Context: an optimization exercise on an open-source flow, tuned for small area, a short achievable clock period and few clock cycles per item. The choices shown serve that exercise and are no tape-out recipe.
Where RTL was checked, it was by simulation tests only, not by an equivalence proof against the original.
For runs 1, 4 and 5, only the layout was checked, not whether the RTL still works.

==> flow/design.v, too long to show whole: its modules and the start of the top module <==
// module muldiv_router: 229 lines
// module mul_unit: 2348 lines
// module div_prep: 30 lines
// module div_unit: 70 lines
// module rv32m_unit: 137 lines
module rv32m_unit (
    input  logic             clk_i,
    input  logic             arst_n_i,
    input  logic             cmd_valid_i,
    output logic             cmd_ready_o,
    input  logic [2:0]       cmd_op_i,
    input  logic [31:0]      cmd_src1_i,
    input  logic [31:0]      cmd_src2_i,
    input  logic [4:0]       cmd_tag_i,
    output logic             rsp_valid_o,
    input  logic             rsp_ready_i,
    output logic [4:0]       rsp_tag_o,
    output logic [31:0]      rsp_result_o
);
  // ...
==> flow/run.sh <==
#!/bin/bash
# synth_recipe.tcl (not shown) runs the flow's synth.tcl, then flattens the netlist and writes it again
# the make line also repeats each setting of config.mk as NAME=value (left out here)
make -C /OpenROAD-flow-scripts/flow DESIGN_CONFIG=/design/flow/config.mk WORK_HOME=/design/flow/orfs CLKGATE_MAP_FILE= SYNTH_SCRIPT=/design/flow/synth_recipe.tcl finish
==> flow/config.mk <==
export PLATFORM = sky130hd
export DESIGN_NAME = rv32m_unit
export DESIGN_NICKNAME = rv32m_unit
export VERILOG_FILES = /design/flow/design.v
export SDC_FILE = /design/flow/constraint.sdc
export NUM_CORES = 4
export LEC_CHECK = 0
export CAP_MARGIN = 20
export CORE_MARGIN = 2
export CORE_UTILIZATION = 40
export PLACE_DENSITY = 0.6
export SETUP_SLACK_MARGIN = 5
export SLEW_MARGIN = 20
==> flow/constraint.sdc <==
create_clock -name core_clock -period 10.0 [get_ports {clk_i}]
set_input_delay 2.0000 -clock core_clock [delete_from_list [all_inputs] [get_ports {clk_i}]]
set_output_delay 2.0000 -clock core_clock [all_outputs]
set_load 0.01 [all_outputs]
==> flow_metrics.tcl, run 1 <==
set metrics [dict create \
    status "no timing/DRC/antenna violations" \
    max_freq_ghz 0.196 \
    n_all_inverters 658 \
    timing.rr.end "u_router.w_span[6]" \
    cts_root_buffer "clkbuf_16" \
    cap_violations 0 \
    die_x_um 421 \
    regToRegStartpoint "u_router.h_q[41]" \
    finalHoldViolations 0 \
    path_class "register to register" \
    wl_met1_um 107000 \
    tightest_slew_ns 1.34 \
    seq_share_pct 28.1 \
    met2_usage_pct 46.7 \
    cts_sinks 745 \
    yosys.cell_count.top_type "o21ai_0" \
    min_period_over_period_pct 51.0 \
    row_count 152 \
    dominant_cells "multi-input combinational cells" \
    synthMuxAreaShare_pct 7.47 \
    ctsResizeCount 225 \
    ys_seq_elements 745 \
    dpl_cell_area_mm2 0.0724 \
    worst_setup_path_start_kind "register" \
    critPathSlowestCell "fa_2" \
    rsz0062_at_grt "true" \
    crit_buf_inv 2 \
    cp_common_cell "a21oi_2" \
    buf_share_pct 7.21 \
    wire_per_inst_um 29.8 \
    finalNonFillerCells 9603 \
    post_cts_buffers 76 \
]
==> module muldiv_router, before the edit <==
module muldiv_router (
    input  logic                clk_i,
    input  logic                arst_n_i,
    input  logic                cmd_valid_i,
    output logic                cmd_ready_o,
    input  logic [2:0]          cmd_op_i,
    input  logic [31:0]         cmd_src1_i,
    input  logic [31:0]         cmd_src2_i,
    input  logic [4:0]          cmd_tag_i,
    output logic                rsp_valid_o,
    input  logic                rsp_ready_i,
    output logic [4:0]          rsp_tag_o,
    output logic [31:0]         rsp_result_o,
    output logic                mul_valid,
    input  logic                mul_ready,
    output logic [32:0]         mul_x,
    output logic [16:0]         mul_one,
    output logic [16:0]         mul_neg,
    output logic                mul_hi,
    output logic [4:0]          mul_tag,
    input  logic                mul_rsp_valid,
    output logic                mul_rsp_take,
    input  logic [4:0]          mul_rsp_tag,
    input  logic [31:0]         mul_rsp_result,
    output logic [3-1:0] div_ld,
    output logic [31:0]         div_a,
    output logic                div_sa,
    output logic [31:0]         div_b,
    output logic                div_sb,
    input  logic [31:0]         prep_dvd_mag,
    input  logic [31:0]         prep_dvs_mag,
    input  logic [6:0]          prep_span,
    input  logic                prep_dvs_zero,
    output logic [31:0]         div_dvd_mag,
    output logic [31:0]         div_dvs_mag,
    output logic [6:0]          div_span,
    output logic                div_dvs_zero,
    output logic                div_is_rem,
    output logic                div_neg_q,
    output logic                div_neg_r,
    output logic [4:0]          div_tag,
    input  logic [3-1:0] div_free,
    input  logic [3-1:0] div_done,
    output logic [3-1:0] div_take,
    input  logic [3-1:0][4:0]  div_rsp_tag,
    input  logic [3-1:0][31:0] div_rsp_mag,
    input  logic [3-1:0]       div_rsp_neg
);
    localparam int NC = 3;
    localparam int EW = 3 + 1 + 32 + 17 + 17 + 5;
    logic [EW-1:0] in_e, h_q, k_q;
    logic          h_valid, k_valid;
    logic          accept, h_pop;
    logic          h_is_div, div_any_free;
    logic          in_sa, in_sb;
    logic [33:0]   in_y;
    logic [16:0]   in_one, in_neg;
    logic [2:0]    h_op;
    logic          h_sa;
    logic [31:0]   h_a;
    logic [16:0]   h_one, h_neg;
    logic [4:0]    h_tag;
    assign in_sa = cmd_src1_i[31] & (cmd_op_i[2] ? !cmd_op_i[0]
                                                 : (cmd_op_i[1:0] == 2'd1 || cmd_op_i[1:0] == 2'd2));
    assign in_sb = cmd_src2_i[31] & (cmd_op_i[2] ? !cmd_op_i[0] : (cmd_op_i[1:0] == 2'd1));
    assign in_y  = {in_sb, in_sb, cmd_src2_i};
    for (genvar i = 0; i < 17; i++) begin : g_rec
        assign in_neg[i] = in_y[2*i+1];
        if (i == 0) begin : g_first
            assign in_one[i] = in_y[0];
        end else begin : g_rest
            assign in_one[i] = in_y[2*i] ^ in_y[2*i-1];
        end
    end
    assign in_e = {cmd_op_i, in_sa, cmd_src1_i, in_one, in_neg, cmd_tag_i};
    assign {h_op, h_sa, h_a, h_one, h_neg, h_tag} = h_q;
    assign cmd_ready_o = !k_valid;
    assign accept      = cmd_valid_i && !k_valid;
    assign h_is_div     = h_op[2];
    assign div_any_free = |div_free;
    logic          w_valid, w_pop, w_free;
    logic          w_is_rem, w_neg_q, w_neg_r, w_dvs_zero;
    logic [31:0]   w_dvd_mag, w_dvs_mag;
    logic [6:0]    w_span;
    logic [4:0]    w_tag;
    logic [31:0]   h_b;
    assign w_pop  = w_valid && div_any_free;
    assign w_free = !w_valid || w_pop;
    assign h_pop  = h_valid && (h_is_div ? w_free : mul_ready);
    always_ff @(posedge clk_i or negedge arst_n_i) begin
        if (!arst_n_i) begin
            h_valid <= 1'b0;
            k_valid <= 1'b0;
        end else begin
            if (!h_valid || h_pop) begin
                h_valid <= k_valid || accept;
                k_valid <= 1'b0;
            end else if (accept) begin
                k_valid <= 1'b1;
            end
        end
    end
    always_ff @(posedge clk_i) begin
        if (!h_valid || h_pop) begin
            h_q <= k_valid ? k_q : in_e;
        end
        if (accept && !k_valid) begin
            k_q <= in_e;
        end
    end
    assign mul_valid = h_valid && !h_is_div;
    assign mul_x     = {h_sa, h_a};
    assign mul_one   = h_one;
    assign mul_neg   = h_neg;
    assign mul_hi    = (h_op[1:0] != 2'd0);
    assign mul_tag   = h_tag;
    for (genvar i = 0; i < 16; i++) begin : g_unrec
        assign h_b[2*i+1] = h_neg[i];
        if (i == 0) begin : g_first
            assign h_b[0] = h_one[0];
        end else begin : g_rest
            assign h_b[2*i] = h_one[i] ^ h_neg[i-1];
        end
    end
    always_ff @(posedge clk_i or negedge arst_n_i) begin
        if (!arst_n_i) begin
            w_valid <= 1'b0;
        end else if (w_free) begin
            w_valid <= h_valid && h_is_div;
        end
    end
    always_ff @(posedge clk_i) begin
        if (w_free && h_valid && h_is_div) begin
            w_dvd_mag  <= prep_dvd_mag;
            w_dvs_mag  <= prep_dvs_mag;
            w_span     <= prep_span;
            w_dvs_zero <= prep_dvs_zero;
            w_is_rem   <= h_op[1];
            w_neg_q    <= (h_sa ^ h_neg[16]) && !prep_dvs_zero;
            w_neg_r    <= h_sa;
            w_tag      <= h_tag;
        end
    end
    always_comb begin
        logic found;
        found  = 1'b0;
        div_ld = '0;
        for (int i = 0; i < NC; i++) begin
            if (div_free[i] && !found) begin
                div_ld[i] = w_valid;
                found     = 1'b1;
            end
        end
    end
    assign div_a        = h_a;
    assign div_sa       = h_sa;
    assign div_b        = h_b;
    assign div_sb       = h_neg[16];
    assign div_dvd_mag  = w_dvd_mag;
    assign div_dvs_mag  = w_dvs_mag;
    assign div_span     = w_span;
    assign div_dvs_zero = w_dvs_zero;
    assign div_is_rem   = w_is_rem;
    assign div_neg_q    = w_neg_q;
    assign div_neg_r    = w_neg_r;
    assign div_tag      = w_tag;
    logic        out_free, div_any_done;
    logic [4:0]  dsel_tag;
    logic [31:0] dsel_mag;
    logic        dsel_neg;
    logic        out_valid_q;
    logic [4:0]  out_tag_q;
    logic [31:0] out_result_q;
    localparam int WAIT_MAX = 15;
    logic [3:0]  wait_q;
    logic        div_first, div_win;
    assign out_free     = !out_valid_q || rsp_ready_i;
    assign div_any_done = |div_done;
    assign div_first    = (wait_q == WAIT_MAX[3:0]);
    assign div_win      = div_any_done && (div_first || !mul_rsp_valid);
    always_ff @(posedge clk_i or negedge arst_n_i) begin
        if (!arst_n_i) begin
            wait_q <= '0;
        end else if (!div_any_done || (out_free && div_win)) begin
            wait_q <= '0;
        end else if (!div_first) begin
            wait_q <= wait_q + 4'd1;
        end
    end
    always_comb begin
        logic found;
        found    = 1'b0;
        div_take = '0;
        dsel_tag = div_rsp_tag[0];
        dsel_mag = div_rsp_mag[0];
        dsel_neg = div_rsp_neg[0];
        for (int i = 0; i < NC; i++) begin
            if (div_done[i] && !found) begin
                div_take[i] = out_free && div_win;
                dsel_tag    = div_rsp_tag[i];
                dsel_mag    = div_rsp_mag[i];
                dsel_neg    = div_rsp_neg[i];
                found       = 1'b1;
            end
        end
    end
    assign mul_rsp_take = out_free && !div_win;
    always_ff @(posedge clk_i or negedge arst_n_i) begin
        if (!arst_n_i) begin
            out_valid_q <= 1'b0;
        end else if (out_free) begin
            out_valid_q <= div_any_done || mul_rsp_valid;
        end
    end
    always_ff @(posedge clk_i) begin
        if (out_free) begin
            if (div_win) begin
                out_tag_q    <= dsel_tag;
                out_result_q <= dsel_neg ? -dsel_mag : dsel_mag;
            end else begin
                out_tag_q    <= mul_rsp_tag;
                out_result_q <= mul_rsp_result;
            end
        end
    end
    assign rsp_valid_o  = out_valid_q;
    assign rsp_tag_o    = out_tag_q;
    assign rsp_result_o = out_result_q;
endmodule
==> module rv32m_unit, before the edit <==
module rv32m_unit (
    input  logic             clk_i,
    input  logic             arst_n_i,
    input  logic             cmd_valid_i,
    output logic             cmd_ready_o,
    input  logic [2:0]       cmd_op_i,
    input  logic [31:0]      cmd_src1_i,
    input  logic [31:0]      cmd_src2_i,
    input  logic [4:0]       cmd_tag_i,
    output logic             rsp_valid_o,
    input  logic             rsp_ready_i,
    output logic [4:0]       rsp_tag_o,
    output logic [31:0]      rsp_result_o
);
    localparam int NC = 3;
    logic        mul_valid, mul_ready, mul_hi;
    logic [32:0] mul_x;
    logic [16:0] mul_one, mul_neg;
    logic [4:0]  mul_tag;
    logic        mul_rsp_valid, mul_rsp_take;
    logic [4:0]  mul_rsp_tag;
    logic [31:0] mul_rsp_result;
    logic [NC-1:0] div_ld, div_free, div_done, div_take;
    logic [31:0]   div_a, div_b;
    logic          div_sa, div_sb;
    logic [31:0]   prep_dvd_mag, prep_dvs_mag, div_dvd_mag, div_dvs_mag;
    logic [6:0]    prep_span, div_span;
    logic          prep_dvs_zero, div_dvs_zero;
    logic [32:0]   prep_dvs;
    logic [4:0]    prep_steps_m1;
    logic          prep_quo_zero;
    logic          div_is_rem, div_neg_q, div_neg_r;
    logic [4:0]    div_tag;
    logic [NC-1:0][4:0]  div_rsp_tag;
    logic [NC-1:0][31:0] div_rsp_mag;
    logic [NC-1:0]       div_rsp_neg;
    muldiv_router u_router (
        .clk_i          (clk_i),
        .arst_n_i       (arst_n_i),
        .cmd_valid_i    (cmd_valid_i),
        .cmd_ready_o    (cmd_ready_o),
        .cmd_op_i       (cmd_op_i),
        .cmd_src1_i     (cmd_src1_i),
        .cmd_src2_i     (cmd_src2_i),
        .cmd_tag_i      (cmd_tag_i),
        .rsp_valid_o    (rsp_valid_o),
        .rsp_ready_i    (rsp_ready_i),
        .rsp_tag_o      (rsp_tag_o),
        .rsp_result_o   (rsp_result_o),
        .mul_valid      (mul_valid),
        .mul_ready      (mul_ready),
        .mul_x          (mul_x),
        .mul_one        (mul_one),
        .mul_neg        (mul_neg),
        .mul_hi         (mul_hi),
        .mul_tag        (mul_tag),
        .mul_rsp_valid  (mul_rsp_valid),
        .mul_rsp_take   (mul_rsp_take),
        .mul_rsp_tag    (mul_rsp_tag),
        .mul_rsp_result (mul_rsp_result),
        .div_ld         (div_ld),
        .div_a          (div_a),
        .div_sa         (div_sa),
        .div_b          (div_b),
        .div_sb         (div_sb),
        .prep_dvd_mag   (prep_dvd_mag),
        .prep_dvs_mag   (prep_dvs_mag),
        .prep_span      (prep_span),
        .prep_dvs_zero  (prep_dvs_zero),
        .div_dvd_mag    (div_dvd_mag),
        .div_dvs_mag    (div_dvs_mag),
        .div_span       (div_span),
        .div_dvs_zero   (div_dvs_zero),
        .div_is_rem     (div_is_rem),
        .div_neg_q      (div_neg_q),
        .div_neg_r      (div_neg_r),
        .div_tag        (div_tag),
        .div_free       (div_free),
        .div_done       (div_done),
        .div_take       (div_take),
        .div_rsp_tag    (div_rsp_tag),
        .div_rsp_mag    (div_rsp_mag),
        .div_rsp_neg    (div_rsp_neg)
    );
    mul_unit u_mul (
        .clk_i      (clk_i),
        .arst_n_i   (arst_n_i),
        .in_valid   (mul_valid),
        .in_ready   (mul_ready),
        .in_x       (mul_x),
        .in_one     (mul_one),
        .in_neg     (mul_neg),
        .in_hi      (mul_hi),
        .in_tag     (mul_tag),
        .out_valid  (mul_rsp_valid),
        .out_take   (mul_rsp_take),
        .out_tag    (mul_rsp_tag),
        .out_result (mul_rsp_result)
    );
    div_prep u_prep (
        .a        (div_a),
        .sa       (div_sa),
        .b        (div_b),
        .sb       (div_sb),
        .dvd_mag  (prep_dvd_mag),
        .dvs_mag  (prep_dvs_mag),
        .span     (prep_span),
        .dvs_zero (prep_dvs_zero),
        .r_dvs_mag(div_dvs_mag),
        .r_span   (div_span),
        .dvs_aln  (prep_dvs),
        .steps_m1 (prep_steps_m1),
        .quo_zero (prep_quo_zero)
    );
    for (genvar i = 0; i < NC; i++) begin : g_div
        div_unit u_div (
            .clk_i     (clk_i),
            .arst_n_i  (arst_n_i),
            .ld        (div_ld[i]),
            .ld_dvd    (div_dvd_mag),
            .ld_dvs    (prep_dvs),
            .ld_steps_m1 (prep_steps_m1),
            .ld_dvs_zero (div_dvs_zero),
            .ld_quo_zero (prep_quo_zero),
            .ld_is_rem (div_is_rem),
            .ld_neg_q  (div_neg_q),
            .ld_neg_r  (div_neg_r),
            .ld_tag    (div_tag),
            .free      (div_free[i]),
            .done      (div_done[i]),
            .take      (div_take[i]),
            .res_tag   (div_rsp_tag[i]),
            .res_mag   (div_rsp_mag[i]),
            .res_neg   (div_rsp_neg[i])
        );
    end
endmodule
==> run 2: changes to the inputs <==
--- a/flow/design.v
+++ b/flow/design.v
@@ -11,16 +11,17 @@
     output logic                rsp_valid_o,
     input  logic                rsp_ready_i,
     output logic [4:0]          rsp_tag_o,
     output logic [31:0]         rsp_result_o,
     output logic                mul_valid,
     input  logic                mul_ready,
     output logic [32:0]         mul_x,
     output logic [16:0]         mul_one,
+    output logic [16:0]         mul_two,
     output logic [16:0]         mul_neg,
     output logic                mul_hi,
     output logic [4:0]          mul_tag,
     input  logic                mul_rsp_valid,
     output logic                mul_rsp_take,
     input  logic [4:0]          mul_rsp_tag,
     input  logic [31:0]         mul_rsp_result,
     output logic [3-1:0] div_ld,
@@ -43,43 +44,45 @@
     input  logic [3-1:0] div_free,
     input  logic [3-1:0] div_done,
     output logic [3-1:0] div_take,
     input  logic [3-1:0][4:0]  div_rsp_tag,
     input  logic [3-1:0][31:0] div_rsp_mag,
     input  logic [3-1:0]       div_rsp_neg
 );
     localparam int NC = 3;
-    localparam int EW = 3 + 1 + 32 + 17 + 17 + 5;
+    localparam int EW = 3 + 1 + 32 + 17 + 17 + 17 + 5;
     logic [EW-1:0] in_e, h_q, k_q;
     logic          h_valid, k_valid;
     logic          accept, h_pop;
     logic          h_is_div, div_any_free;
     logic          in_sa, in_sb;
     logic [33:0]   in_y;
-    logic [16:0]   in_one, in_neg;
+    logic [16:0]   in_one, in_two, in_neg;
     logic [2:0]    h_op;
     logic          h_sa;
     logic [31:0]   h_a;
-    logic [16:0]   h_one, h_neg;
+    logic [16:0]   h_one, h_two, h_neg;
     logic [4:0]    h_tag;
     assign in_sa = cmd_src1_i[31] & (cmd_op_i[2] ? !cmd_op_i[0]
                                                  : (cmd_op_i[1:0] == 2'd1 || cmd_op_i[1:0] == 2'd2));
     assign in_sb = cmd_src2_i[31] & (cmd_op_i[2] ? !cmd_op_i[0] : (cmd_op_i[1:0] == 2'd1));
     assign in_y  = {in_sb, in_sb, cmd_src2_i};
     for (genvar i = 0; i < 17; i++) begin : g_rec
         assign in_neg[i] = in_y[2*i+1];
         if (i == 0) begin : g_first
             assign in_one[i] = in_y[0];
+            assign in_two[i] = in_y[1] & !in_y[0];
         end else begin : g_rest
             assign in_one[i] = in_y[2*i] ^ in_y[2*i-1];
+            assign in_two[i] = (in_y[2*i+1] ^ in_y[2*i-1]) & !in_one[i];
         end
     end
-    assign in_e = {cmd_op_i, in_sa, cmd_src1_i, in_one, in_neg, cmd_tag_i};
-    assign {h_op, h_sa, h_a, h_one, h_neg, h_tag} = h_q;
+    assign in_e = {cmd_op_i, in_sa, cmd_src1_i, in_one, in_two, in_neg, cmd_tag_i};
+    assign {h_op, h_sa, h_a, h_one, h_two, h_neg, h_tag} = h_q;
     assign cmd_ready_o = !k_valid;
     assign accept      = cmd_valid_i && !k_valid;
     assign h_is_div     = h_op[2];
     assign div_any_free = |div_free;
     logic          w_valid, w_pop, w_free;
     logic          w_is_rem, w_neg_q, w_neg_r, w_dvs_zero;
     logic [31:0]   w_dvd_mag, w_dvs_mag;
     logic [6:0]    w_span;
@@ -107,16 +110,17 @@
         end
         if (accept && !k_valid) begin
             k_q <= in_e;
         end
     end
     assign mul_valid = h_valid && !h_is_div;
     assign mul_x     = {h_sa, h_a};
     assign mul_one   = h_one;
+    assign mul_two   = h_two;
     assign mul_neg   = h_neg;
     assign mul_hi    = (h_op[1:0] != 2'd0);
     assign mul_tag   = h_tag;
     for (genvar i = 0; i < 16; i++) begin : g_unrec
         assign h_b[2*i+1] = h_neg[i];
         if (i == 0) begin : g_first
             assign h_b[0] = h_one[0];
         end else begin : g_rest
@@ -164,65 +168,83 @@
     assign div_is_rem   = w_is_rem;
     assign div_neg_q    = w_neg_q;
     assign div_neg_r    = w_neg_r;
     assign div_tag      = w_tag;
     logic        out_free, div_any_done;
     logic [4:0]  dsel_tag;
     logic [31:0] dsel_mag;
     logic        dsel_neg;
+    logic        dr_valid, dr_load, dr_take;
+    logic [4:0]  dr_tag;
+    logic [31:0] dr_result;
     logic        out_valid_q;
     logic [4:0]  out_tag_q;
     logic [31:0] out_result_q;
     localparam int WAIT_MAX = 15;
     logic [3:0]  wait_q;
     logic        div_first, div_win;
     assign out_free     = !out_valid_q || rsp_ready_i;
     assign div_any_done = |div_done;
     assign div_first    = (wait_q == WAIT_MAX[3:0]);
-    assign div_win      = div_any_done && (div_first || !mul_rsp_valid);
+    assign div_win      = dr_valid && (div_first || !mul_rsp_valid);
+    assign dr_take      = out_free && div_win;
+    assign dr_load      = !dr_valid || dr_take;
     always_ff @(posedge clk_i or negedge arst_n_i) begin
         if (!arst_n_i) begin
             wait_q <= '0;
-        end else if (!div_any_done || (out_free && div_win)) begin
+        end else if (!dr_valid || dr_take) begin
             wait_q <= '0;
         end else if (!div_first) begin
             wait_q <= wait_q + 4'd1;
         end
     end
     always_comb begin
         logic found;
         found    = 1'b0;
         div_take = '0;
         dsel_tag = div_rsp_tag[0];
         dsel_mag = div_rsp_mag[0];
         dsel_neg = div_rsp_neg[0];
         for (int i = 0; i < NC; i++) begin
             if (div_done[i] && !found) begin
-                div_take[i] = out_free && div_win;
+                div_take[i] = dr_load;
                 dsel_tag    = div_rsp_tag[i];
                 dsel_mag    = div_rsp_mag[i];
                 dsel_neg    = div_rsp_neg[i];
                 found       = 1'b1;
             end
         end
     end
+    always_ff @(posedge clk_i or negedge arst_n_i) begin
+        if (!arst_n_i) begin
+            dr_valid <= 1'b0;
+        end else if (dr_load) begin
+            dr_valid <= div_any_done;
+        end
+    end
+    always_ff @(posedge clk_i) begin
+        if (dr_load && div_any_done) begin
+            dr_tag    <= dsel_tag;
+            dr_result <= dsel_neg ? -dsel_mag : dsel_mag;
+        end
+    end
     assign mul_rsp_take = out_free && !div_win;
     always_ff @(posedge clk_i or negedge arst_n_i) begin
         if (!arst_n_i) begin
             out_valid_q <= 1'b0;
         end else if (out_free) begin
-            out_valid_q <= div_any_done || mul_rsp_valid;
+            out_valid_q <= dr_valid || mul_rsp_valid;
         end
     end
     always_ff @(posedge clk_i) begin
         if (out_free) begin
             if (div_win) begin
-                out_tag_q    <= dsel_tag;
-                out_result_q <= dsel_neg ? -dsel_mag : dsel_mag;
+                out_tag_q    <= dr_tag;
+                out_result_q <= dr_result;
             end else begin
                 out_tag_q    <= mul_rsp_tag;
                 out_result_q <= mul_rsp_result;
             end
         end
     end
     assign rsp_valid_o  = out_valid_q;
     assign rsp_tag_o    = out_tag_q;
@@ -231,16 +253,17 @@
 `timescale 1ns/100ps
 module mul_unit (
     input  logic        clk_i,
     input  logic        arst_n_i,
     input  logic        in_valid,
     output logic        in_ready,
     input  logic [32:0] in_x,
     input  logic [16:0] in_one,     
+    input  logic [16:0] in_two,     
     input  logic [16:0] in_neg,     
     input  logic        in_hi,
     input  logic [4:0]  in_tag,
     output logic        out_valid,
     input  logic        out_take,
     output logic [4:0]  out_tag,
     output logic [31:0] out_result
 );
@@ -1332,25 +1355,18 @@
     logic fs539;
     logic fc539;
     logic fs540;
     logic fc540;
     logic fs541;
     logic fc541;
     assign xe = {{2{in_x[32]}}, in_x};
     for (genvar i = 0; i < 17; i++) begin : g_booth
-        logic two, nprev;
-        if (i == 0) begin : g_first
-            assign nprev = 1'b0;
-        end else begin : g_rest
-            assign nprev = in_neg[i-1];
-        end
-        assign two = !in_one[i] && (in_neg[i] ^ nprev);
         assign bneg[i] = in_neg[i];
-        assign pp[i] = (({35{in_one[i]}} & xe) | ({35{two}} & {xe[33:0], 1'b0})) ^ {35{in_neg[i]}};
+        assign pp[i] = (({35{in_one[i]}} & xe) | ({35{in_two[i]}} & {xe[33:0], 1'b0})) ^ {35{in_neg[i]}};
     end
     assign hs0 = pp[0][24] ^ pp[1][22];
     assign hc0 = pp[0][24] & pp[1][22];
     assign hs1 = pp[0][25] ^ pp[1][23];
     assign hc1 = pp[0][25] & pp[1][23];
     assign fs2 = pp[0][26] ^ pp[1][24] ^ pp[2][22];
     assign fc2 = (pp[0][26] & pp[1][24]) | (pp[0][26] & pp[2][22]) | (pp[1][24] & pp[2][22]);
     assign hs3 = pp[3][20] ^ pp[4][18];
@@ -2691,17 +2707,17 @@
     output logic             rsp_valid_o,
     input  logic             rsp_ready_i,
     output logic [4:0]       rsp_tag_o,
     output logic [31:0]      rsp_result_o
 );
     localparam int NC = 3;
     logic        mul_valid, mul_ready, mul_hi;
     logic [32:0] mul_x;
-    logic [16:0] mul_one, mul_neg;
+    logic [16:0] mul_one, mul_two, mul_neg;
     logic [4:0]  mul_tag;
     logic        mul_rsp_valid, mul_rsp_take;
     logic [4:0]  mul_rsp_tag;
     logic [31:0] mul_rsp_result;
     logic [NC-1:0] div_ld, div_free, div_done, div_take;
     logic [31:0]   div_a, div_b;
     logic          div_sa, div_sb;
     logic [31:0]   prep_dvd_mag, prep_dvs_mag, div_dvd_mag, div_dvs_mag;
@@ -2727,16 +2743,17 @@
         .rsp_valid_o    (rsp_valid_o),
         .rsp_ready_i    (rsp_ready_i),
         .rsp_tag_o      (rsp_tag_o),
         .rsp_result_o   (rsp_result_o),
         .mul_valid      (mul_valid),
         .mul_ready      (mul_ready),
         .mul_x          (mul_x),
         .mul_one        (mul_one),
+        .mul_two        (mul_two),
         .mul_neg        (mul_neg),
         .mul_hi         (mul_hi),
         .mul_tag        (mul_tag),
         .mul_rsp_valid  (mul_rsp_valid),
         .mul_rsp_take   (mul_rsp_take),
         .mul_rsp_tag    (mul_rsp_tag),
         .mul_rsp_result (mul_rsp_result),
         .div_ld         (div_ld),
@@ -2765,16 +2782,17 @@
     );
     mul_unit u_mul (
         .clk_i      (clk_i),
         .arst_n_i   (arst_n_i),
         .in_valid   (mul_valid),
         .in_ready   (mul_ready),
         .in_x       (mul_x),
         .in_one     (mul_one),
+        .in_two     (mul_two),
         .in_neg     (mul_neg),
         .in_hi      (mul_hi),
         .in_tag     (mul_tag),
         .out_valid  (mul_rsp_valid),
         .out_take   (mul_rsp_take),
         .out_tag    (mul_rsp_tag),
         .out_result (mul_rsp_result)
     );
==> flow/flow/run.sh (new file) <==
#!/bin/bash
set -euo pipefail
bash standard.sh SETUP_SLACK_MARGIN=5.8 finish > standard_flow.log 2>&1
==> flow/standard.sh (new file) <==
#!/bin/bash
# synth_recipe.tcl (not shown) runs the flow's synth.tcl, then flattens the netlist and writes it again
# the make line also repeats each setting of config.mk as NAME=value (left out here)
make -C /OpenROAD-flow-scripts/flow DESIGN_CONFIG=/design/flow/config.mk WORK_HOME=/design/flow/orfs CLKGATE_MAP_FILE= SYNTH_SCRIPT=/design/flow/synth_recipe.tcl "${@:-finish}"
removed: flow/run.sh
==> run 2 against run 1 <==
Effect of this change: still clean; cell count decreased by 4.4%; sequential share of layout area grew 2.1 points; non-clock buffer count grew 17; synthesized area is 1.6% lower; global-route usage decreased by 1.1 points; via count down 7.7%; critical path type unchanged.
==> flow_metrics.tcl, run 2 <==
set metrics [dict create \
    hpwl_um 165000 \
    syn_to_final_growth_pct 18.2 \
    cts_root_buffer "clkbuf_16" \
    grt_pass1_vias 54300 \
    row_count 151 \
    cts.clk_slew.worst_paths_ns 0.06 \
    fin_setup_tns_ns 0 \
    synth_area_leader_cell "edfxtp_1" \
    synth_common_cells "796 x edfxtp_1, 697 x xnor2_1, 680 x nand2_1" \
    htree_levels 3 \
    cp.arrival_ns 5.18 \
    wire_per_inst_um 29.7 \
    synth_area_per_cell_um2 10.1 \
    nFillCells 15500 \
    synthMuxAreaShare_pct 4.45 \
    cts_tree "yes" \
    vias_per_cell 6.12 \
    grt_use_total_pct 29.9 \
    yosys_warnings 4 \
    path_class "register to register" \
    drive_gt1_share_pct 15.2 \
    ys_seq_elements 815 \
    setup-violations-final 0 \
    drcViolationCount 0 \
    rrSetupSlack_ns 5.32 \
    multi_input_area_mm2 0.0413 \
    largest_register_ffs 127 \
    cp.required_ns 10.50 \
    ys_seq_area_share_pct 35.7 \
    routed-via-count 56200 \
    crit_path_end_kind "register" \
    synth-simple-area-share_pct 8.93 \
    critPathMaxFanout 18 \
    antenna_found_initial 17 \
    synth_compound_area_share_pct 15.4 \
    insertion_delay_ns 0.78 \
    fin_worst_skew_ns 0.0746 \
    ant_nets 0 \
    status "no timing/DRC/antenna violations" \
    ys.flop_type "edfxtp_1" \
    timing.slew.headroom_pct 20.9 \
    cp_common_cell "inv_1" \
    hold_class "register to register" \
    finalNetCount 7671 \
    ios 115 \
    hold_path_depth 0 \
    syn_nets 7597 \
    finalHoldViolations 0 \
    grt-ovfl-total 0 \
    largest_registers "u_mul.cr x127, g_div.u_div.dvs_q x99" \
    synth_top_family_by_area "adder cells" \
    clockBufferDepth 3 \
    dp_slack_ns 4.33 \
    coreArea_mm2 0.169 \
    top_register "u_mul.cr" \
    synthCells 6791 \
    synth-edff-count 796 \
    min_period_over_period_pct 46.8 \
    cts_sinks 815 \
    reg2reg_depth 26 \
    place_congestion 0.946 \
    yosys.area_share.xor_xnor_pct 10.4 \
    grt_max_degree 97 \
    grt_pass1_wl_um 379000 \
    tightest_slew_ns 1.17 \
    critPathSlowestCell "a2111oi_4" \
    port_buffers 114 \
    period_minus_slack_ns 4.68 \
    yosys.cell_count.top_type "edfxtp_1" \
    seqCellArea_mm2 0.0244 \
    start_util_pct 40.3 \
    numCtsBuffers 98 \
    die_area_mm2 0.174 \
    ys_types 96 \
    die_x_um 417 \
    rsz0062_at_grt "true" \
    ys_async_sr_fraction_pct 1.96 \
    die_height_um 417 \
    setup_ws_ns 5.32 \
    synthTopCellsByArea "edfxtp_1 35%, fa_1 14%, xnor2_1 8.9%" \
    max_stage_delay_ns 0.41 \
    wirelength_um 273000 \
    layout_common_cells "796 x edfxtp_1, 674 x nand2_1, 632 x xnor2_1" \
    worst_setup_path_start_kind "register" \
    max_freq_ghz 0.214 \
    final_common_cell "edfxtp_1" \
    syn_area_mm2 0.0683 \
    cap_violations 0 \
    dr.pass1.iters 7 \
    final_max_slew_viol_count 0 \
    synth_top_area_share_pct 35.0 \
    yosys.area_share.adder_pct 18.6 \
    drt_iter0_markers 7951 \
]
==> run 2: cell types whose count changed in the layout (fill, tap and decap cells not counted), sizes merged, moves of 52 or more <==
| cell | delta |
|---|---|
| a211oi | -139 |
| a221o | -67 |
| a221oi | -127 |
| a22oi | +167 |
| and2 | -52 |
| edfxtp | +69 |
| mux2 | -218 |
| nor2 | -53 |
| o211a | -88 |
| o21ai | -405 |
| xnor2 | +503 |
==> run 2: per-stage QoR <==
stage,utilization [%],cells,instance area [um^2],hold slack [ns]
floorplan,-,6791,68400,0.418
global placement,42.2,8743,71500,0.428
CTS,46.5,9072,78800,0.445
finish,47.6,9176,80700,0.442
detailed placement,42.2,8744,71500,0.431
global route,47.6,9163,80700,0.453
==> run 2: worst paths after layout <==
path                             startpoint              endpoint
setup / recovery           u_router.h_q[41]    u_router.w_span[6]
hold / removal             u_router.h_q[90]     u_router.w_is_rem
setup reg to reg           u_router.h_q[41]    u_router.w_span[6]
hold reg to reg            u_router.h_q[90]     u_router.w_is_rem
max in group asynchronous          arst_n_i      u_router.k_valid
min in group asynchronous          arst_n_i  u_router.out_valid_q
==> run 2: area by class of cell <==
| type | count | area share [%] |
|---|---|---|
| multi-input combinational | 4786 | 51.1 |
| sequential | 815 | 30.2 |
| timing repair buffer | 490 | 8.04 |
| tap | 2218 | 3.44 |
| inverter | 674 | 3.23 |
| clock buffer | 122 | 3.19 |
| clock inverter | 58 | 0.781 |
| antenna | 13 | 0.0403 |
==> run 2: timing repair <==
action / CTS / global route
resized for setup: 496 / 246
buffers inserted: 109 / 73
hold buffers: 0 / 0
gates cloned: 39 / 17
setup endpoints to repair: 649 / 566
pin swaps: 119 / 171
==> run 2: kinds of logic (layout without fill, tap and decap cells) <==
family | Yosys count | count (layout)
AOI/OAI and AO/OA | 1593 | 1593
and+or+nand+nor | 1358 | 1362
buffers and inverters | 1194 | 1344
DFF | 815 | 815
xor gates and xnor gates | 810 | 810
adders and majority gates | 730 | 730
muxes | 291 | 291
other | 0 | 13
==> run 2: critical path, delay by kind of cell, from the launching register on <==
family,cells,cell delay (ns)
AOI/OAI and AO/OA,12,1.87
adders and majority gates,4,1.11
buffers and inverters,7,0.68
DFF,1,0.40
and+or+nand+nor,2,0.21
xor gates and xnor gates,1,0.15
==> run 2: layer usage <==
metal / wire length, um / GRT usage (%) / vias up
met5: 153 / 0 / -
met4: 19400 / 16.5 / 8
met3: 35600 / 9.03 / 996
met2: 113000 / 43.3 / 3855
met1: 105000 / 39.9 / 27500
li1: - / - / 23800
Testbench counts of run 2, summed over its fixed seeds: cycles 2,167, items 1,920.
==> run 3: changes to the inputs <==
==> flow/run.sh (new file) <==
#!/bin/bash
# synth_recipe.tcl (not shown) runs the flow's synth.tcl, then flattens the netlist and writes it again
# the make line also repeats each setting of config.mk as NAME=value (left out here)
make -C /OpenROAD-flow-scripts/flow DESIGN_CONFIG=/design/flow/config.mk WORK_HOME=/design/flow/orfs CLKGATE_MAP_FILE= SYNTH_SCRIPT=/design/flow/synth_recipe.tcl finish
removed: flow/flow/run.sh
removed: flow/standard.sh
==> run 3 against run 2 <==
Effect of this change: synthesized cell count unchanged; core utilization shrank 3.1 points; clock skew increased by 0.0038 ns; die area unchanged.
==> flow_metrics.tcl, run 3 <==
set metrics [dict create \
    status "no timing/DRC/antenna violations" \
    start_util_pct 40.3 \
    path_class "register to register" \
    ys.flop_type "edfxtp_1" \
    grt_pass1_wl_um 359000 \
    ctsHoldBuffers 0 \
    ys_types 96 \
    syn_to_final_growth_pct 10.5 \
    dr.pass1.iters 6 \
    die_height_um 417 \
    synthTopCellsByArea "edfxtp_1 35%, fa_1 14%, xnor2_1 8.9%" \
    largest_registers "u_mul.cr x127, g_div.u_div.dvs_q x99" \
    hpwl_um 166000 \
    grt_use_total_pct 28.0 \
    row_count 151 \
    cp.required_ns 10.47 \
    ys_seq_elements 815 \
    tightest_slew_ns 1.18 \
    dpl_cell_area_mm2 0.0715 \
    reg2reg_depth 24 \
    drcViolationCount 0 \
    rsz0062_at_grt "true" \
    clockBufferDepth 3 \
    seqCellArea_mm2 0.0244 \
    fin_worst_skew_ns 0.0784 \
    drt_iter0_markers 6687 \
    final_common_cell "edfxtp_1" \
    synth_area_leader_cell "edfxtp_1" \
    yosys_warnings 4 \
    routed-via-count 54000 \
    largest_register_ffs 127 \
    cp.arrival_ns 5.45 \
    synth_top_area_share_pct 35.0 \
    holdWs_ns 0.463 \
    timing.slew.headroom_pct 20.6 \
    period_minus_slack_ns 4.98 \
    cts_root_buffer "clkbuf_16" \
    ys_seq_area_share_pct 35.7 \
    synthCells 6791 \
    synth_area_per_cell_um2 10.1 \
    cts_sinks 815 \
    crit_path_end_kind "register" \
    ant_nets 0 \
    htree_levels 3 \
    cts_tree "yes" \
    worst_setup_path_start_kind "register" \
    finalHoldViolations 0 \
    synth_common_cells "796 x edfxtp_1, 697 x xnor2_1, 680 x nand2_1" \
    vias_per_cell 6.02 \
    syn_nets 7597 \
    finalNonFillerCells 8967 \
    cap_violations 0 \
    coreArea_mm2 0.169 \
    finalNetCount 7471 \
    drive_gt1_share_pct 8.06 \
    cts.clk_slew.worst_paths_ns 0.06 \
    hold_path_depth 0 \
    yosys.cell_count.top_type "edfxtp_1" \
    critPathMaxFanout 20 \
    max_freq_ghz 0.201 \
    syn_area_mm2 0.0683 \
    layout_common_cells "796 x edfxtp_1, 695 x xnor2_1, 673 x nand2_1" \
    final_max_slew_viol_count 0 \
    insertion_delay_ns 0.78 \
    wire_per_inst_um 27.7 \
    antenna_found_initial 23 \
    multi_input_area_mm2 0.0397 \
    top_register "u_mul.cr" \
    numCtsBuffers 97 \
    min_period_over_period_pct 49.8 \
    wirelength_um 248000 \
    ys_async_sr_fraction_pct 1.96 \
    ios 115 \
    fin_setup_tns_ns 0 \
    place_congestion 0.940 \
    port_buffers 114 \
    dp_cells 8745 \
    synth-edff-count 796 \
    die_x_um 417 \
    nFillCells 16000 \
    die_area_mm2 0.174 \
    grt_max_degree 91 \
    setup-violations-final 0 \
    grt_pass1_vias 53000 \
    hold_class "register to register" \
    stdcell_area_mm2 0.0755 \
    grt-ovfl-total 0 \
]
[run 3: changes by cell type in the layout (fill, tap and decap cells not counted), moves of 35 or more]
cell and delta:
inv_1 +45, fa_1 +66, buf_12 -70, buf_4 -35, xnor2_1 +63, inv_2 -36
a22oi_1 +101, xnor2_2 -62, fa_2 -66, a22oi_2 -101
[run 3: final timing paths]
check | from | endpoint | slack (ns)
setup reg to reg | u_router.h_q[12] | u_router.w_span[6] | 5.02
hold reg to reg | u_router.h_q[3] | u_router.w_tag[3] | 0.46
setup / recovery | u_router.h_q[12] | u_router.w_span[6] | 5.02
min in group asynchronous | arst_n_i | u_router.wait_q[2] | 1.73
hold / removal | u_router.h_q[3] | u_router.w_tag[3] | 0.46
max in group asynchronous | arst_n_i | u_router.k_valid | 7.58
[run 3: area by class of cell]
class	count	area share, %
Multi-Input combinational cell	4782	52.6
Sequential cell	815	32.3
Timing Repair Buffer	295	3.80
Tap cell	2218	3.68
Inverter	674	3.36
Clock buffer	111	3.31
Clock inverter	70	0.940
Antenna cell	2	0.00663
[run 3: critical path: stages (launching register included)]
cell,delay [ns]
edfxtp_1,0.35
buf_4,0.38
inv_4,0.20
buf_12,0.25
ha_1,0.37
a211oi_1,0.19
a31oi_1,0.06
o22ai_1,0.24
nand3_1,0.10
o21ai_0,0.09
nand3_1,0.15
a221o_1,0.31
a21o_1,0.19
a22oi_2,0.15
ha_1,0.26
inv_1,0.06
ha_1,0.17
inv_1,0.08
fa_2,0.41
inv_1,0.06
a21oi_1,0.06
o21bai_1,0.17
a21o_1,0.15
a21oi_1,0.07
xor2_1,0.15
[run 3: stage by stage]
step           setup slack (ns)  utilization, %
3_5_place_dp               4.10            42.2
5_1_grt                    4.81            44.5
3_3_place_gp               4.16            42.2
6_report                   5.02            44.5
2_1_floorplan              3.96               -
4_1_cts                    5.01            44.3
[run 3: cells by family after synthesis]
logic type | synth area share (%)
xor+xnor | 10.4
flops | 35.7
fa+ha+maj | 18.6
buf+inv | 6.63
compound gates | 15.4
mux | 4.45
simple gates | 8.93
[run 3: timing repair]
item                       4_1_cts  5_1_grt
resized for setup               46       43
pin swaps                        2        3
cloned                           4        1
setup buffers                   13       21
setup endpoints to repair       99      163
[run 3: metal layers]
metal,vias to the layer above,wire length [um],global-route usage (%)
met3,714,28400,7.53
li1,23300,-,-
met4,20,12900,12.2
met1,26600,101000,38.2
met2,3341,106000,41.7
met5,-,140,0
==> module div_prep, before the edit <==
module div_prep (
    input  logic [31:0] a,         
    input  logic        sa,        
    input  logic [31:0] b,         
    input  logic        sb,        
    output logic [31:0] dvd_mag,   
    output logic [31:0] dvs_mag,   
    output logic [6:0]  span,      
    output logic        dvs_zero,
    input  logic [31:0] r_dvs_mag,
    input  logic [6:0]  r_span,
    output logic [32:0] dvs_aln,   
    output logic [4:0]  steps_m1,  
    output logic        quo_zero   
);
    function automatic logic [5:0] clz32(input logic [31:0] v);
        clz32 = 6'd32;
        for (int i = 0; i < 32; i++) if (v[i]) clz32 = 6'd31 - i[5:0];
    endfunction
    logic [5:0] lz_a, lz_b;
    assign dvd_mag  = sa ? -a : a;
    assign dvs_mag  = sb ? -b : b;
    assign lz_a     = clz32(a ^ {32{sa}});
    assign lz_b     = clz32(b ^ {32{sb}});
    assign span     = {1'b0, lz_b} - {1'b0, lz_a} + {6'd0, sa};
    assign dvs_zero = (b == 32'd0);
    assign quo_zero = r_span[6];
    assign steps_m1 = (r_span[5] && !r_span[6]) ? 5'd31 : r_span[4:0];
    assign dvs_aln  = {1'b0, r_dvs_mag} << steps_m1;
endmodule
==> module div_unit, before the edit <==
module div_unit (
    input  logic         clk_i,
    input  logic         arst_n_i,
    input  logic         ld,
    input  logic [31:0]  ld_dvd,
    input  logic [32:0]  ld_dvs,
    input  logic [4:0]   ld_steps_m1,
    input  logic         ld_dvs_zero,
    input  logic         ld_quo_zero,
    input  logic         ld_is_rem,
    input  logic         ld_neg_q,
    input  logic         ld_neg_r,
    input  logic [4:0]   ld_tag,
    output logic         free,
    output logic         done,
    input  logic         take,
    output logic [4:0]   res_tag,
    output logic [31:0]  res_mag,
    output logic         res_neg
);
    localparam logic [1:0] ST_IDLE = 2'd0;
    localparam logic [1:0] ST_EXEC = 2'd1;
    localparam logic [1:0] ST_DONE = 2'd2;
    logic [1:0]  state;
    logic [31:0] rem_q;      
    logic [32:0] dvs_q;      
    logic [31:0] quo_q;
    logic [4:0]  cntr;
    logic        is_rem_q, neg_q_q, neg_r_q;
    logic [4:0]  tag_q;
    logic [33:0] diff;
    logic        ge;
    assign diff = {2'b00, rem_q} - {1'b0, dvs_q};
    assign ge   = !diff[33];
    assign free = (state == ST_IDLE) || ((state == ST_DONE) && take);
    assign done = (state == ST_DONE);
    always_ff @(posedge clk_i or negedge arst_n_i) begin
        if (!arst_n_i) begin
            state <= ST_IDLE;
        end else begin
            case (state)
                ST_EXEC: if (cntr == 5'd0) state <= ST_DONE;
                default: begin
                    if (ld) state <= (ld_dvs_zero || ld_quo_zero) ? ST_DONE : ST_EXEC;
                    else if (state == ST_DONE && take) state <= ST_IDLE;
                end
            endcase
        end
    end
    always_ff @(posedge clk_i) begin
        if (state == ST_EXEC) begin
            if (ge) rem_q <= diff[31:0];
            quo_q <= {quo_q[30:0], ge};
            dvs_q <= {1'b0, dvs_q[32:1]};
            cntr  <= cntr - 5'd1;
        end else if (ld) begin
            rem_q    <= ld_dvd;
            dvs_q    <= ld_dvs;
            quo_q    <= {32{ld_dvs_zero}};   
            cntr     <= ld_steps_m1;
            is_rem_q <= ld_is_rem;
            neg_q_q  <= ld_neg_q;
            neg_r_q  <= ld_neg_r;
            tag_q    <= ld_tag;
        end
    end
    assign res_tag = tag_q;
    assign res_mag = is_rem_q ? rem_q : quo_q;
    assign res_neg = is_rem_q ? neg_r_q : neg_q_q;
endmodule
==> run 4: changes to the inputs <==
--- a/flow/design.v
+++ b/flow/design.v
@@ -50,12 +50,18 @@
 );
     localparam int NC = 3;
-    localparam int EW = 3 + 1 + 32 + 17 + 17 + 17 + 5;
-    logic [EW-1:0] in_e, h_q, k_q;
+    localparam int KW = 3 + 1 + 32 + 1 + 32 + 5;
+    localparam int HW = 3 + 1 + 32 + 17 + 17 + 17 + 5;
+    logic [KW-1:0] in_e, k_q, nh_raw;
+    logic [HW-1:0] nh_e, h_q;
     logic          h_valid, k_valid;
     logic          accept, h_pop;
     logic          h_is_div, div_any_free;
     logic          in_sa, in_sb;
-    logic [33:0]   in_y;
-    logic [16:0]   in_one, in_two, in_neg;
+    logic [2:0]    nh_op;
+    logic          nh_sa, nh_sb;
+    logic [31:0]   nh_a, nh_b;
+    logic [4:0]    nh_tag;
+    logic [33:0]   nh_y;
+    logic [16:0]   nh_one, nh_two, nh_neg;
     logic [2:0]    h_op;
     logic          h_sa;
@@ -66,16 +72,19 @@
                                                  : (cmd_op_i[1:0] == 2'd1 || cmd_op_i[1:0] == 2'd2));
     assign in_sb = cmd_src2_i[31] & (cmd_op_i[2] ? !cmd_op_i[0] : (cmd_op_i[1:0] == 2'd1));
-    assign in_y  = {in_sb, in_sb, cmd_src2_i};
+    assign in_e  = {cmd_op_i, in_sa, cmd_src1_i, in_sb, cmd_src2_i, cmd_tag_i};
+    assign nh_raw = k_valid ? k_q : in_e;
+    assign {nh_op, nh_sa, nh_a, nh_sb, nh_b, nh_tag} = nh_raw;
+    assign nh_y   = {nh_sb, nh_sb, nh_b};
     for (genvar i = 0; i < 17; i++) begin : g_rec
-        assign in_neg[i] = in_y[2*i+1];
+        assign nh_neg[i] = nh_y[2*i+1];
         if (i == 0) begin : g_first
-            assign in_one[i] = in_y[0];
-            assign in_two[i] = in_y[1] & !in_y[0];
+            assign nh_one[i] = nh_y[0];
+            assign nh_two[i] = nh_y[1] & !nh_y[0];
         end else begin : g_rest
-            assign in_one[i] = in_y[2*i] ^ in_y[2*i-1];
-            assign in_two[i] = (in_y[2*i+1] ^ in_y[2*i-1]) & !in_one[i];
+            assign nh_one[i] = nh_y[2*i] ^ nh_y[2*i-1];
+            assign nh_two[i] = (nh_y[2*i+1] ^ nh_y[2*i-1]) & !nh_one[i];
         end
     end
-    assign in_e = {cmd_op_i, in_sa, cmd_src1_i, in_one, in_two, in_neg, cmd_tag_i};
+    assign nh_e = {nh_op, nh_sa, nh_a, nh_one, nh_two, nh_neg, nh_tag};
     assign {h_op, h_sa, h_a, h_one, h_two, h_neg, h_tag} = h_q;
     assign cmd_ready_o = !k_valid;
@@ -107,5 +116,5 @@
     always_ff @(posedge clk_i) begin
         if (!h_valid || h_pop) begin
-            h_q <= k_valid ? k_q : in_e;
+            h_q <= nh_e;
         end
         if (accept && !k_valid) begin
@@ -2606,8 +2615,10 @@
     input  logic [31:0] r_dvs_mag,
     input  logic [6:0]  r_span,
+    input  logic        r_dvs_zero,
     output logic [32:0] dvs_aln,   
-    output logic [4:0]  steps_m1,  
+    output logic [31:0] quo_init,  
     output logic        quo_zero   
 );
+    logic [4:0] steps_m1;          
     function automatic logic [5:0] clz32(input logic [31:0] v);
         clz32 = 6'd32;
@@ -2624,4 +2635,7 @@
     assign steps_m1 = (r_span[5] && !r_span[6]) ? 5'd31 : r_span[4:0];
     assign dvs_aln  = {1'b0, r_dvs_mag} << steps_m1;
+    assign quo_init = r_dvs_zero ? 32'hffff_ffff
+                    : quo_zero   ? 32'h0
+                    :              (32'h8000_0000 >> steps_m1);
 endmodule
 module div_unit (
@@ -2631,5 +2645,5 @@
     input  logic [31:0]  ld_dvd,
     input  logic [32:0]  ld_dvs,
-    input  logic [4:0]   ld_steps_m1,
+    input  logic [31:0]  ld_quo_init,
     input  logic         ld_dvs_zero,
     input  logic         ld_quo_zero,
@@ -2652,5 +2666,4 @@
     logic [32:0] dvs_q;      
     logic [31:0] quo_q;
-    logic [4:0]  cntr;
     logic        is_rem_q, neg_q_q, neg_r_q;
     logic [4:0]  tag_q;
@@ -2666,5 +2679,5 @@
         end else begin
             case (state)
-                ST_EXEC: if (cntr == 5'd0) state <= ST_DONE;
+                ST_EXEC: if (quo_q[31]) state <= ST_DONE;   
                 default: begin
                     if (ld) state <= (ld_dvs_zero || ld_quo_zero) ? ST_DONE : ST_EXEC;
@@ -2679,10 +2692,8 @@
             quo_q <= {quo_q[30:0], ge};
             dvs_q <= {1'b0, dvs_q[32:1]};
-            cntr  <= cntr - 5'd1;
         end else if (ld) begin
             rem_q    <= ld_dvd;
             dvs_q    <= ld_dvs;
-            quo_q    <= {32{ld_dvs_zero}};   
-            cntr     <= ld_steps_m1;
+            quo_q    <= ld_quo_init;
             is_rem_q <= ld_is_rem;
             neg_q_q  <= ld_neg_q;
@@ -2725,5 +2736,5 @@
     logic          prep_dvs_zero, div_dvs_zero;
     logic [32:0]   prep_dvs;
-    logic [4:0]    prep_steps_m1;
+    logic [31:0]   prep_quo_init;
     logic          prep_quo_zero;
     logic          div_is_rem, div_neg_q, div_neg_r;
@@ -2808,6 +2819,7 @@
         .r_dvs_mag(div_dvs_mag),
         .r_span   (div_span),
+        .r_dvs_zero(div_dvs_zero),
         .dvs_aln  (prep_dvs),
-        .steps_m1 (prep_steps_m1),
+        .quo_init (prep_quo_init),
         .quo_zero (prep_quo_zero)
     );
@@ -2819,5 +2831,5 @@
             .ld_dvd    (div_dvd_mag),
             .ld_dvs    (prep_dvs),
-            .ld_steps_m1 (prep_steps_m1),
+            .ld_quo_init (prep_quo_init),
             .ld_dvs_zero (div_dvs_zero),
             .ld_quo_zero (prep_quo_zero),
==> run 4 against run 3 <==
Effect of this change: maximum frequency up 0.58%; first-iteration DRC count up 7.0%; count of clock-buffer cells in the layout up 4; critical path type unchanged; synthesized area down 1.6%; still clean on timing, DRC and antenna; core utilization down 0.22 points; synthesized cell count down 0.66%; flip-flop and latch count down 32.
==> flow_metrics.tcl, run 4 <==
set metrics [dict create \
    status "no timing/DRC/antenna violations" \
    cp_common_cell "fa_1" \
    setup-violations-final 0 \
    tightest_slew_ns 1.18 \
    wire_per_inst_um 27.8 \
    finalNetCount 7399 \
    hold_class "register to register" \
    ys_seq_elements 783 \
    row_count 150 \
    max_freq_ghz 0.202 \
    top_register "u_mul.cr" \
    die_area_mm2 0.171 \
    synth_top_area_share_pct 34.1 \
    worst_setup_path_start_kind "register" \
    grt_pass1_wl_um 357000 \
    crit_family "adder cells" \
    critPathMaxFanout 40 \
    yosys.area_share.adder_pct 18.8 \
    ant_nets 0 \
    yosys_warnings 4 \
    synth_area_leader_cell "edfxtp_1" \
    multi_input_area_mm2 0.0394 \
    synthMuxAreaShare_pct 4.19 \
    ys.flop_type "edfxtp_1" \
    synth-simple-area-share_pct 8.76 \
    antenna_found_initial 2 \
    largest_register_ffs 127 \
    drt_iter0_markers 7155 \
    synth_area_per_cell_um2 9.97 \
    numCtsBuffers 92 \
    fin_setup_tns_ns 0 \
    period_minus_slack_ns 4.96 \
    synth_compound_area_share_pct 16.2 \
    syn_nets 7546 \
    grt_max_degree 134 \
    start_util_pct 40.2 \
    drive_gt1_share_pct 6.78 \
    cp.required_ns 10.43 \
    rsz0062_at_grt "true" \
    dr.pass1.iters 7 \
    crit_chain "buf_4 -> a22oi_1 -> xnor2_1 -> fa_1 -> fa_1 -> inv_1 -> fa_1 -> inv_1 -> fa_1 -> inv_1 -> fa_1 -> fa_1" \
    final_common_cell "edfxtp_1" \
    syn_area_mm2 0.0672 \
    port_buffers 114 \
    rrSetupSlack_ns 5.04 \
    die_x_um 414 \
    wirelength_um 247000 \
    htree_levels 3 \
    grt-ovfl-total 0 \
    synth-edff-count 764 \
    fin_worst_skew_ns 0.0750 \
    dp_slack_ns 4.28 \
    hpwl_um 164000 \
    synth_common_cells "764 x edfxtp_1, 707 x xnor2_1, 669 x inv_1" \
    coreArea_mm2 0.167 \
    cts_sinks 783 \
    place_congestion 0.951 \
    synth_top_family_by_area "adder cells" \
    crit_path_end_kind "register" \
    critPathSlowestCell "buf_4" \
    setup_ws_ns 5.04 \
    routed-via-count 53600 \
    die_height_um 414 \
    ctsHoldBuffers 0 \
    ys_types 98 \
    insertion_delay_ns 0.76 \
    yosys.area_share.xor_xnor_pct 10.4 \
    final_max_slew_viol_count 0 \
    cts.clk_slew.worst_paths_ns 0.06 \
    max_stage_delay_ns 0.61 \
    grt_use_total_pct 28.4 \
    timing.slew.headroom_pct 20.6 \
    path_class "register to register" \
    clockBufferDepth 3 \
    synthTopCellsByArea "edfxtp_1 34%, fa_1 14%, xnor2_1 9.2%" \
    vias_per_cell 6.04 \
    cts_root_buffer "clkbuf_16" \
    cp.arrival_ns 5.38 \
    nFillCells 15800 \
    cts_tree "yes" \
    ys_async_sr_fraction_pct 2.04 \
    seqCellArea_mm2 0.0234 \
    layout_common_cells "764 x edfxtp_1, 706 x xnor2_1, 667 x inv_1" \
    cap_violations 0 \
    crit_buf_inv 4 \
    syn_to_final_growth_pct 10.1 \
    yosys.cell_count.top_type "edfxtp_1" \
    synthCells 6746 \
    largest_registers "u_mul.cr x127, g_div.u_div.dvs_q x99" \
    ios 115 \
    grt_pass1_vias 52000 \
    finalHoldViolations 0 \
    ys_seq_area_share_pct 34.8 \
    drcViolationCount 0 \
    min_period_over_period_pct 49.6 \
]
run 4: final cells by class:
class	instances	share of cell area [%]
multi-input combinational	4747	53.2
sequential	783	31.6
timing repair buffer	292	3.86
antenna	1	0.00338
tap	2204	3.72
clock buffer	115	3.25
clock inverter	48	0.816
inverter	683	3.50
run 4: worst paths after layout:
kind	start	to	cells past startpoint
hold reg to reg	u_router.w_tag[2]	g_div[0].u_div.tag_q[2]	0
setup / recovery	u_router.h_q[77]	u_mul.cr[65]	12
setup reg to reg	u_router.h_q[77]	u_mul.cr[65]	12
min in group asynchronous	arst_n_i	g_div[1].u_div.state[0]	1
hold / removal	u_router.w_tag[2]	g_div[0].u_div.tag_q[2]	0
max in group asynchronous	arst_n_i	u_router.k_valid	1
run 4: metal layers:
metal  GRT usage, %  routed length, um  up-vias
met5          0.250                 75        -
met4           12.0              12200        4
met3           7.72              29800      700
met2           41.5             104000     3377
met1           39.4             101000    26300
li1               -                  -    23200
run 4: stage by stage:
| stage | utilization, % | hold WS [ns] | std cells | cell area, um^2 |
|---|---|---|---|---|
| after floorplan | - | 0.418 | 6746 | 67300 |
| after global placement | 42.1 | 0.436 | 8681 | 70400 |
| after detailed placement | 42.1 | 0.460 | 8683 | 70400 |
| after CTS | 44.1 | 0.442 | 8857 | 73700 |
| after global routing | 44.3 | 0.469 | 8872 | 74000 |
| final | 44.3 | 0.454 | 8873 | 74000 |
run 4: cell families (layout without fill, tap and decap cells):
kind of cell               after synthesis  count (layout)
AOI/OAI and AO/OA                     1663            1663
xor gates and xnor gates               797             797
adders and majority gates              724             724
buffers and inverters                 1216            1138
DFF                                    783             783
muxes                                  274             274
other                                    0               1
and+or+nand+nor                       1289            1289
run 4: timing repair:
item | 4_1_cts | 5_1_grt
setup endpoints to repair | 59 | 118
cloned | 3 | 1
buffers inserted | 8 | 12
pin swaps | 1 | 2
resized for setup | 23 | 64
hold endpoints to repair | 0 | 0
run 4: worst register-to-register path, cell delays in order, from the launching register on:
cell and delay [ns]:
edfxtp_1 0.32, buf_4 0.61, a22oi_1 0.31, xnor2_1 0.34, fa_1 0.51, fa_1 0.56
inv_1 0.05, fa_1 0.49, inv_1 0.05, fa_1 0.47, inv_1 0.05, fa_1 0.50
fa_1 0.40
==> run 5: changes to the inputs <==
--- a/flow/config.mk
+++ b/flow/config.mk
@@ -10,4 +10,4 @@
 export CORE_UTILIZATION = 40
 export PLACE_DENSITY = 0.6
-export SETUP_SLACK_MARGIN = 5
+export SETUP_SLACK_MARGIN = 4.5
 export SLEW_MARGIN = 20
==> run 5 against run 4 <==
Effect of this change: cell count decreased by 0.32%; non-clock buffer count decreased by 33; largest cell class unchanged; cell area is 0.73% lower; register-to-register slack got worse by 0.41 ns.
==> flow_metrics.tcl, run 5 <==
set metrics [dict create \
    path_class "register to register" \
    ant_nets 0 \
    cts_sinks 783 \
    finalHoldViolations 0 \
    grt_pass1_vias 52600 \
    max_stage_delay_ns 0.45 \
    yosys.cell_count.top_type "edfxtp_1" \
    die_area_mm2 0.171 \
    min_period_over_period_pct 53.6 \
    syn_to_final_growth_pct 9.32 \
    grt_pass1_wl_um 356000 \
    cts_tree "yes" \
    drcViolationCount 0 \
    hold_class "register to register" \
    layout_common_cells "764 x edfxtp_1, 707 x xnor2_1, 667 x inv_1" \
    yosys_warnings 4 \
    synth_top_area_share_pct 34.1 \
    cts_root_buffer "clkbuf_16" \
    insertion_delay_ns 0.74 \
    clockBufferDepth 3 \
    finalNetCount 7367 \
    syn_nets 7546 \
    max_freq_ghz 0.186 \
    postLayoutCoreUtil_pct 44.0 \
    largest_register_ffs 127 \
    period_minus_slack_ns 5.36 \
    cp.required_ns 10.49 \
    ctsHoldBuffers 0 \
    reg2reg_depth 26 \
    synthTopCellsByArea "edfxtp_1 34%, fa_1 14%, xnor2_1 9.2%" \
    start_util_pct 40.2 \
    dp_slack_ns 4.14 \
    crit_family "compound AO/OA/AOI/OAI gates" \
    crit_buf_inv 6 \
    ys.flop_type "edfxtp_1" \
    critPathMaxFanout 29 \
    numCtsBuffers 93 \
    final_max_slew_viol_count 0 \
    htree_levels 3 \
    largest_registers "u_mul.cr x127, g_div.u_div.dvs_q x99" \
    synth_area_leader_cell "edfxtp_1" \
    setup_ws_ns 4.64 \
    grt_max_degree 129 \
    cp_common_cell "inv_1" \
    ys_async_sr_fraction_pct 2.04 \
    wire_per_inst_um 27.8 \
    status "no timing/DRC/antenna violations" \
    grt-ovfl-total 0 \
    synth-edff-count 764 \
    rrSetupSlack_ns 4.64 \
    drt_iter0_markers 6778 \
    ys_types 98 \
    regToRegStartpoint "u_router.h_q[7]" \
    grt_use_total_pct 28.3 \
    cp.arrival_ns 5.85 \
    fin_worst_skew_ns 0.0570 \
    synthCells 6746 \
    ios 115 \
    hold_path_depth 0 \
    synth_common_cells "764 x edfxtp_1, 707 x xnor2_1, 669 x inv_1" \
    cap_violations 0 \
    timing.slew.headroom_pct 14.4 \
    setup-violations-final 0 \
    ys_seq_elements 783 \
    ys_seq_area_share_pct 34.8 \
    coreArea_mm2 0.167 \
    place_congestion 0.960 \
    drive_gt1_share_pct 6.43 \
    port_buffers 114 \
    worst_setup_path_start_kind "register" \
    top_register "u_mul.cr" \
    routed-via-count 53400 \
    synth_area_per_cell_um2 9.97 \
    row_count 150 \
    vias_per_cell 6.04 \
    dr.pass1.iters 7 \
    timing.rr.end "u_router.w_span[6]" \
    wirelength_um 246000 \
    rsz0062_at_grt "true" \
    worstHoldStart "u_router.h_q[1]" \
    syn_area_mm2 0.0672 \
    final_common_cell "edfxtp_1" \
    die_x_um 414 \
    critPathSlowestCell "fa_1" \
    tightest_slew_ns 1.27 \
    min_to "u_router.w_tag[1]" \
    crit_path_end_kind "register" \
    finalNonFillerCells 8845 \
    die_height_um 414 \
    hpwl_um 163000 \
    dp_cells 8673 \
    cts.clk_slew.worst_paths_ns 0.06 \
    antenna_found_initial 5 \
    fin_setup_tns_ns 0 \
]
[run 5: cell types whose count changed in the layout (fill, tap and decap cells not counted), sizes merged]
cell	delta
clkinv	+8
inv	-3
bufbuf	-3
clkinvlp	+6
buf	-29
clkbuf	-8
diode	+1
[run 5: worst max path at each step]
stage | start | end | slack, ns | cells after the start
floorplan | rsp_ready_i | u_mul.c_hi | 3.96 | 3
global placement | u_router.h_q[10] | u_mul.cr[81] | 4.15 | 12
detailed placement | u_router.h_q[10] | u_mul.cr[81] | 4.14 | 12
CTS | u_router.h_q[10] | u_mul.cr[81] | 4.48 | 12
global route | u_router.h_q[6] | u_router.w_span[6] | 4.42 | 26
finish | u_router.h_q[7] | u_router.w_span[6] | 4.64 | 26
[run 5: stage by stage]
step	hold slack, ns	cell area (um^2)
5_1_grt	0.462	73500
4_1_cts	0.455	73400
3_5_place_dp	0.436	70300
3_3_place_gp	0.425	70300
2_1_floorplan	0.418	67300
6_report	0.456	73500
[run 5: cell type report]
type	count	area, um^2
flip-flops and latches	783	23400
well taps	2204	2760
inverters	683	2580
diodes	2	5.00
clock inverters	59	657
clock buffers	108	2430
multi-input cells	4747	39400
fillers	15800	93500
repair buffers	259	2300
[run 5: kinds of logic after synthesis]
family	count (synthesis)	synth area share, %
xor+xnor	797	10.4
buf+inv	1216	6.86
mux	274	4.19
fa+ha+maj	724	18.8
compound gates	1663	16.2
simple gates	1289	8.76
flops	783	34.8
[run 5: per-layer routing]
metal	routed length [um]	GRT usage, %	part of all wire, %	vias to the layer above
met4	11700	11.9	4.7	6
li1	-	-	-	23100
met5	115	0	0.047	-
met1	100000	39.2	41	26300
met3	29800	7.70	12	706
met2	104000	41.7	42	3343
[run 5: worst register-to-register path: cells and delay by family (launching register included)]
family	cells	cell delay [ns]
flops	1	0.40
xor+xnor	1	0.14
simple gates	2	0.25
buf+inv	6	0.92
fa+ha+maj	4	1.29
compound gates	13	2.14
[run 5: timing repair]
action                                  CTS  global route
cloned                                    0             0
buffers inserted                          0             2
endpoints found under the setup margin   27            20
gates resized for setup                   3            14

-- what the ideal ports hide --
How much do the figures lean on ideal ports? The routed layouts below were timed once more, with nothing changed but the port constraints.
Step 1, drivers: a clkbuf_16 drives clk_i and a buf_2 each remaining input, both assumed.
Step 2 times the ports against the registers' clock, not the clock port: input delays grow and output delays shrink by t, the midpoint of the rising clock arrivals with the driver on.
a / b / c = ideal / step 1 / step 2; a / b = the first two.
run	t (ns)	setup WS [ns]	worst register clock-pin slew, ns
run 1	0.816	4.896 / 4.896 / 4.473	0.08 / 0.08
run 2	0.831	5.323 / 5.323 / 5.153	0.07 / 0.07
run 3	0.830	5.016 / 5.016 / 4.584	0.08 / 0.08
run 4	0.810	5.044 / 5.044 / 4.420	0.07 / 0.07
run 5	0.813	4.636 / 4.636 / 4.249	0.07 / 0.07
After both steps every run listed still meets setup and hold. The setup slack of run 4, which loses most, moves by 0.000 ns with the drivers and by -0.624 ns with both steps.
